Context: an optimization exercise on an open-source flow, tuned for small area, a short achievable clock period and few clock cycles. The choices shown serve that exercise and are no tape-out recipe.
The RTL was checked by simulation tests, not by an equivalence proof against the original design.
Power and IR drop assume default switching activity.

==> design.v <==
package pfs_pkg;
  localparam int unsigned SAMPLE_W = 32;
  localparam int unsigned PCM16_W  = 16;
  localparam int unsigned MONO_W   = 32;
  localparam int unsigned LVL_W    = 33;
  localparam int unsigned APB_AW = 3;
  localparam int unsigned APB_DW = 32;
  localparam int unsigned FMT_W  = 3;
  localparam logic REG_FORMAT = 1'b0;
  localparam logic REG_STEREO = 1'b1;
  localparam logic [FMT_W-1:0] FMT_FLOAT32 = 3'd0;
  localparam logic [FMT_W-1:0] FMT_PCM8    = 3'd1;
  localparam logic [FMT_W-1:0] FMT_PCM16   = 3'd2;
  localparam logic [FMT_W-1:0] FMT_PCM24   = 3'd3;
  localparam logic [FMT_W-1:0] FMT_PCM32   = 3'd4;
  localparam logic signed [LVL_W-1:0] LVL_ONE     = {2'b01, 31'b0};
  localparam logic signed [LVL_W-1:0] LVL_NEG_ONE = {2'b11, 31'b0};
  typedef logic signed [LVL_W-1:0] level_t;
endpackage
module pfs_lane (
  input  logic [pfs_pkg::SAMPLE_W-1:0] word_i,
  input  logic [pfs_pkg::FMT_W-1:0]    fmt_i,
  input  logic                zero_i,
  output pfs_pkg::level_t              level_o
);
  logic [7:0]  ex;
  logic [22:0] man;
  logic [7:0]  shamt;
  logic [30:0] frac;
  logic [31:0] fmag;
  pfs_pkg::level_t      flevel;
  always_comb begin
    ex    = word_i[30:23];
    man   = word_i[22:0];
    shamt = 8'd126 - ex;
    frac  = {1'b1, man, 7'b0};
    if (shamt >= 8'd31) begin
      fmag = '0;
    end else begin
      fmag = {1'b0, frac >> shamt[4:0]};
    end
    if (ex == 8'hFF && man != '0) begin
      flevel = '0;
    end else if (ex >= 8'd127) begin
      flevel = word_i[31] ? pfs_pkg::LVL_NEG_ONE : pfs_pkg::LVL_ONE;
    end else if (ex == 8'd0) begin
      flevel = '0;
    end else begin
      flevel = word_i[31] ? -$signed({1'b0, fmag}) : $signed({1'b0, fmag});
    end
  end
  always_comb begin
    level_o = '0;
    if (!zero_i) begin
      case (fmt_i)
        pfs_pkg::FMT_FLOAT32: level_o = flevel;
        pfs_pkg::FMT_PCM8:    level_o = $signed({~word_i[7], ~word_i[7], word_i[6:0], 24'b0});
        pfs_pkg::FMT_PCM16:   level_o = $signed({word_i[15], word_i[15:0], 16'b0});
        pfs_pkg::FMT_PCM24:   level_o = $signed({word_i[23], word_i[23:0], 8'b0});
        pfs_pkg::FMT_PCM32:   level_o = $signed({word_i[31], word_i});
        default:     level_o = '0;
      endcase
    end
  end
endmodule
module pfs_merge (
  input  pfs_pkg::level_t                    left_i,
  input  pfs_pkg::level_t                    right_i,
  output logic signed [pfs_pkg::PCM16_W-1:0] left_pcm16_o,
  output logic signed [pfs_pkg::PCM16_W-1:0] right_pcm16_o,
  output logic signed [pfs_pkg::MONO_W-1:0]  mono_o
);
  localparam int unsigned PW = pfs_pkg::LVL_W + 15;
  logic signed [PW-1:0] lx, rx, lp, rp, lb, rb;
  logic signed [pfs_pkg::LVL_W:0] sum, sumb;
  logic signed [pfs_pkg::LVL_W-1:0] avg;
  always_comb begin
    lx = PW'(left_i);
    rx = PW'(right_i);
    lp = (lx <<< 15) - lx;
    rp = (rx <<< 15) - rx;
    lb = lp + (lp[PW-1] ? PW'(32'h7FFF_FFFF) : '0);
    rb = rp + (rp[PW-1] ? PW'(32'h7FFF_FFFF) : '0);
    left_pcm16_o  = lb[46:31];
    right_pcm16_o = rb[46:31];
  end
  always_comb begin
    sum  = (pfs_pkg::LVL_W+1)'(left_i) + (pfs_pkg::LVL_W+1)'(right_i);
    sumb = sum + ((pfs_pkg::LVL_W+1)'(sum[pfs_pkg::LVL_W]));
    avg  = sumb[pfs_pkg::LVL_W:1];
    if (!avg[pfs_pkg::LVL_W-1] && avg[pfs_pkg::LVL_W-2]) begin
      mono_o = 32'sh7FFF_FFFF;
    end else begin
      mono_o = avg[pfs_pkg::MONO_W-1:0];
    end
  end
endmodule
module pcm_frame_to_s16_stereo_mono (
  input  logic                              clk_i,
  input  logic                              rst_ni,
  input  logic                              in_valid,
  output logic                              in_ready,
  input  logic [pfs_pkg::SAMPLE_W-1:0]      in_left_sample,
  input  logic [pfs_pkg::SAMPLE_W-1:0]      in_right_sample,
  input  logic                              in_silent,
  input  logic                              in_end_of_packet,
  output logic                              out_valid,
  input  logic                              out_ready,
  output logic signed [pfs_pkg::PCM16_W-1:0] out_left_pcm16,
  output logic signed [pfs_pkg::PCM16_W-1:0] out_right_pcm16,
  output logic signed [pfs_pkg::MONO_W-1:0]  out_mono_level,
  output logic                              out_last_of_packet,
  input  logic                              psel,
  input  logic                              penable,
  input  logic                              pwrite,
  input  logic [pfs_pkg::APB_AW-1:0]        paddr,
  input  logic [pfs_pkg::APB_DW-1:0]        pwdata,
  output logic [pfs_pkg::APB_DW-1:0]        prdata,
  output logic                              pready
);
  logic [pfs_pkg::FMT_W-1:0] fmt_q;
  logic             stereo_q;
  logic             v1_q, v2_q;
  logic             rdy1, rdy2;
  pfs_pkg::level_t  lvl_l_d, lvl_r_d, lvl_l_q, lvl_r_q;
  logic             last1_q, last2_q;
  logic [pfs_pkg::SAMPLE_W-1:0] right_word;
  logic signed [pfs_pkg::PCM16_W-1:0] l16_d, r16_d, l16_q, r16_q;
  logic signed [pfs_pkg::MONO_W-1:0]  mono_d, mono_q;
  assign pready = 1'b1;
  always_ff @(posedge clk_i or negedge rst_ni) begin
    if (!rst_ni) begin
      fmt_q    <= pfs_pkg::FMT_FLOAT32;
      stereo_q <= 1'b1;
    end else if (psel && penable && pwrite) begin
      case (paddr[2])
        pfs_pkg::REG_FORMAT: fmt_q    <= pwdata[pfs_pkg::FMT_W-1:0];
        pfs_pkg::REG_STEREO: stereo_q <= pwdata[0];
        default:    ;
      endcase
    end
  end
  always_comb begin
    case (paddr[2])
      pfs_pkg::REG_FORMAT: prdata = {{(pfs_pkg::APB_DW-pfs_pkg::FMT_W){1'b0}}, fmt_q};
      pfs_pkg::REG_STEREO: prdata = {{(pfs_pkg::APB_DW-1){1'b0}}, stereo_q};
      default:    prdata = '0;
    endcase
  end
  assign right_word = stereo_q ? in_right_sample : in_left_sample;
  pfs_lane u_lane_l (
    .word_i (in_left_sample),
    .fmt_i  (fmt_q),
    .zero_i (in_silent),
    .level_o(lvl_l_d)
  );
  pfs_lane u_lane_r (
    .word_i (right_word),
    .fmt_i  (fmt_q),
    .zero_i (in_silent),
    .level_o(lvl_r_d)
  );
  assign rdy2 = !v2_q || out_ready;
  assign rdy1 = !v1_q || rdy2;
  assign in_ready = rdy1;
  always_ff @(posedge clk_i or negedge rst_ni) begin
    if (!rst_ni) begin
      v1_q <= 1'b0;
      v2_q <= 1'b0;
    end else begin
      if (rdy1) v1_q <= in_valid;
      if (rdy2) v2_q <= v1_q;
    end
  end
  always_ff @(posedge clk_i) begin
    if (rdy1 && in_valid) begin
      lvl_l_q <= lvl_l_d;
      lvl_r_q <= lvl_r_d;
      last1_q <= in_end_of_packet;
    end
  end
  pfs_merge u_merge (
    .left_i       (lvl_l_q),
    .right_i      (lvl_r_q),
    .left_pcm16_o (l16_d),
    .right_pcm16_o(r16_d),
    .mono_o       (mono_d)
  );
  always_ff @(posedge clk_i) begin
    if (rdy2 && v1_q) begin
      l16_q   <= l16_d;
      r16_q   <= r16_d;
      mono_q  <= mono_d;
      last2_q <= last1_q;
    end
  end
  assign out_valid          = v2_q;
  assign out_left_pcm16     = l16_q;
  assign out_right_pcm16    = r16_q;
  assign out_mono_level     = mono_q;
  assign out_last_of_packet = last2_q;
endmodule
==> run.sh <==
#!/bin/bash
# synth_recipe.tcl (not shown) runs the flow's synth.tcl, then flattens the netlist and writes it again
# the make line also repeats each setting of config.mk as NAME=value (left out here)
make -C /OpenROAD-flow-scripts/flow DESIGN_CONFIG=/design/flow/config.mk WORK_HOME=/design/flow/orfs CLKGATE_MAP_FILE= SYNTH_SCRIPT=/design/flow/synth_recipe.tcl finish
==> config.mk <==
export PLATFORM = sky130hd
export DESIGN_NAME = pcm_frame_to_s16_stereo_mono
export DESIGN_NICKNAME = pcm_frame_to_s16_stereo_mono
export VERILOG_FILES = /design/flow/design.v
export SDC_FILE = /design/flow/constraint.sdc
export NUM_CORES = 4
export LEC_CHECK = 0
export CAP_MARGIN = 20
export CORE_MARGIN = 2
export CORE_UTILIZATION = 40
export PLACE_DENSITY = 0.6
export SLEW_MARGIN = 20
==> constraint.sdc <==
create_clock -name core_clock -period 6.5 [get_ports {clk_i}]
set_input_delay 1.3000 -clock core_clock [delete_from_list [all_inputs] [get_ports {clk_i}]]
set_output_delay 1.3000 -clock core_clock [all_outputs]
set_load 0.01 [all_outputs]
==> notes.md <==
[worst max-delay path, delay by kind of cell (launching register included)]
family / cells / cell delay (ps)
AO/OA/AOI/OAI: 10 / 2010
AND/OR/NAND/NOR: 8 / 1690
buffers and inverters: 4 / 730
adder cells (fa/ha/maj): 2 / 680
flip-flops: 1 / 520
XOR/XNOR: 1 / 100
[layout by cell type (no fill, tap or decap), types with 13 or more instances in the layout]
master | synthesis | final
inv_1 | 79 | 79
clkdlybuf4s50_1 | 0 | 145
nand4_1 | 43 | 43
a21o_1 | 85 | 85
ha_1 | 170 | 170
a211o_1 | 13 | 13
and3_1 | 29 | 29
nand3_1 | 72 | 72
clkbuf_16 | 0 | 17
buf_4 | 34 | 124
a31oi_1 | 29 | 29
o22ai_1 | 37 | 37
edfxtp_1 | 132 | 132
nor3_1 | 61 | 60
o21a_1 | 26 | 26
mux2_2 | 47 | 47
nor2_1 | 208 | 208
a21oi_1 | 222 | 222
a22oi_1 | 37 | 37
nand2b_1 | 25 | 25
and4_1 | 15 | 15
a211oi_1 | 22 | 21
mux4_2 | 45 | 45
xor2_1 | 89 | 88
mux2i_1 | 90 | 90
nor2b_1 | 33 | 32
or3_1 | 21 | 21
conb_1 | 2 | 30
xnor2_1 | 124 | 123
nand2_1 | 247 | 247
o21ai_0 | 143 | 143
o31ai_1 | 17 | 17
nor4_1 | 23 | 23
o211ai_1 | 29 | 29
a221oi_1 | 16 | 16
and2_1 | 29 | 27
[stage by stage]
stage | setup TNS, ps | area, sq um
5_1_grt | -21.6 | 24900
3_5_place_dp | 0 | 24200
4_1_cts | 0 | 24900
3_3_place_gp | 0 | 24200
6_report | 0 | 24900
2_1_floorplan | 0 | 21800
[state kept, by name, indices dropped and copies added (netlist names), 3 cells and up]
name     flops
lvl_l_q     33
mono_q      32
fmt_q        3
l16_q       16
lvl_r_q     33
r16_q       16
[cells by family after synthesis]
| group | after synthesis |
|---|---|
| flip-flops | 138 |
| AO/OA/AOI/OAI | 819 |
| other | 2 |
| multiplexers | 185 |
| adder cells (fa/ha/maj) | 171 |
| buffers and inverters | 262 |
| XOR/XNOR | 217 |
| AND/OR/NAND/NOR | 879 |
[where the power goes]
group	switching [mW]	leakage [nW]	internal [mW]
sequential	0.153	1.35	1.23
clock	0.384	0.310	0.714
combinational	2.71	8.01	1.96
[cells in the mapped netlist, drive strengths merged, types with 11 or more instances]
master / count
a21boi: 14
o221ai: 12
and2: 30
o21a: 26
nor2b: 33
a221oi: 16
clkbuf: 111
buf: 70
o22ai: 37
and4: 15
nand2b: 25
o21bai: 12
nor2: 208
nor4: 27
a211oi: 23
nand4: 43
o21ai: 149
nand2: 247
ha: 170
inv: 81
a211o: 13
mux4: 45
and3: 29
xnor2: 127
a22oi: 38
nand3: 73
a21o: 85
mux2: 48
or3: 21
o2111ai: 11
or2: 11
xor2: 90
mux2i: 92
a31oi: 29
a21oi: 223
nor3: 66
edfxtp: 132
o211ai: 29
o31ai: 18
[per-layer routing]
layer,GRT usage,part of all wire
met1,0.365,0.44
met5,0,0
met2,0.436,0.45
met4,0.125,0.043
met3,0.0449,0.072
[worst max-delay path by stage]
| stage | start | to | slack, ps | depth (start not counted) |
|---|---|---|---|---|
| final | lvl_r_q[0]$_SDFFCE_PP0P_ | r16_q[14]$_DFFE_PP_ | 480 | 25 |
| after global routing | lvl_r_q[32]$_SDFFCE_PP0P_ | r16_q[14]$_DFFE_PP_ | -20 | 24 |
| after CTS | lvl_r_q[0]$_SDFFCE_PP0P_ | r16_q[14]$_DFFE_PP_ | 170 | 25 |
| after detailed placement | lvl_r_q[0]$_SDFFCE_PP0P_ | r16_q[14]$_DFFE_PP_ | 210 | 25 |
| after global placement | lvl_r_q[0]$_SDFFCE_PP0P_ | r16_q[14]$_DFFE_PP_ | 260 | 25 |
| after floorplan | lvl_r_q[32]$_SDFFCE_PP0P_ | r16_q[15]$_DFFE_PP_ | 370 | 22 |
[layout make-up]
cell class                 instances  area, sq um
fill                            5292        28800
timing repair buffer             271         2410
sequential                       138         4120
clock buffer                      19          433
inverter                          81          304
clock inverter                    13          224
multi-input combinational       2301        16500
tap                              696          871
[timing repair]
| action | in CTS | in global routing |
|---|---|---|
| gates resized for setup | 0 | 2 |
| endpoints found under the setup margin | 0 | 7 |
| hold buffers | 0 | 0 |
==> notes.md <==
Synth Register Bits=138; # rows=85; Avg Cell Area, Syn=8.10 sq um; Peak supply drop=0.220 mV; htree depth=4; crit path kind=reg -> reg; Synth warnings=3; Max-Slew Margin vs Limit=0.369; Critical R2R Capture=r16_q[14]$_DFFE_PP_; clock sink count=138; # diodes=0; NumNets Final=3,089; Synth Area in Compound Gates=0.249; CTS tree=yes; CP peak stage delay=520 ps; R2R cell count=25; Slew Limit Fails=0; leakage power=9.67 nW; Initial Util=0.403; combinational family with the most area after synthesis=compound AO/OA/AOI/OAI gates; Port Buffers=146; worst r2r src=lvl_r_q[0]$_SDFFCE_PP0P_; Util after Layout=0.463; post-synthesis mux area share=0.115; Setup Buffers After CTS=0; Setup crit start kind=flop; Clock Tree Buf Depth=2; Post-Synth XOR/XNOR Area=0.0892; Tot GR Track Use=0.274; die height=237 um; worst slew pin tran=938 ps; Reg2Reg Setup Slack=480 ps; IO Count=208; crit path max-delay cell type=edfxtp_1; Synth Area in Adders=0.0992; clk_skew=16.1 ps; Power Total=7.15 mW; # DRC=0; vias in the first global route=20,400; Req. time, crit path=6700 ps; Worst Hold Class=reg -> reg; clock slew at reported path FFs=70 ps; synthesized instance count=2,673; Fin. Hold Viols=0; Tcrit/Tclk final=0.927; Max Freq=166 MHz; Worst Path Arrival=6220 ps; first drt pass iteration count=7; routability cong.=0.970; Yosys top cell by area=edfxtp_1; Core ar.=53,700 sq um; ys async rst share=0.0435; global-route wire length before repair=119 mm; Synth Flop Type=edfxtp_1; CTS Buf Count=17; hold_sp=v1_q$_DFFE_PN0N_; detailed placement HPWL=62.6 mm; Hold Path Cell Cnt=1; fraction of layout cells with a size suffix above 1=0.108; ranking of synthesized cells by area=edfxtp_1 (18%), ha_1 (9.8%), a21oi_1 (5.1%); via count=21,700; post-synth cell types=101; Routed Antenna Nets=0; drt total wl=78.8 mm; largest net degree at the start of global routing=68; DP Cell Count=3,487; worst hold margin=495 ps; Critical Path End Type=flop; Pwr Density=288 nW/um^2; fin crit period=6020 ps; final cell count without fillers=3,519; gr ovfl total=0; Layout area overhead=14.9%; Synth top area share=0.183; mapped cell area=21,600 sq um; Final WS setup=477 ps; initial antenna violation count=0; die width=237 um; pre-CTS WS=209 ps; Post-synth EDFFs=132; starting DRC count in detailed routing=2,348; Vias/cell=6.17; CP most frequent cell=buf_4; clk latency of the worst-skew pair=470 ps; Hold Path End=v2_q$_DFFE_PN0P_; sequential cell area fraction in the yosys report=0.190; number of max-cap violations=0; status=timing/DRC/antenna clean; clk root buf=clkbuf_16; routed len/inst=22.4 um; Synth Area in Simple Gates=0.203; DIE AREA=56,000 sq um; # setup viols final=0; Crit Path Max Fanout=30
Testbench counts, summed over its fixed seeds: cycles 18,402.

port drivers added, routing unchanged:
The results above use ideal ports. As a check the final layout listed here was re-extracted and re-timed, cells and wires unchanged.
Step 1 assumes that a clkbuf_16 drives the clock port and a buf_2 every other input.
Step 2 adds t to the input delays and takes it off the output delays; t is the mean of the earliest and latest rising clock arrival at the registers after step 1. Input paths then give back, and output paths get back, about the clock's delay inside the block.
Three values: ideal, step 1, step 2; two values: the first two.
shift t [ns]: 0.519
slack for setup (ns): 0.477 / 0.477 / 0.299
worst setup path at the end: input to register
latest minus earliest clock arrival (ns): 0.016 / 0.016
worst slew at a driven data input, ns: 0.07
After both steps setup and hold are still met in this run. For this run, drivers alone change the setup slack by 0.000 ns; drivers and shift together by -0.178 ns.
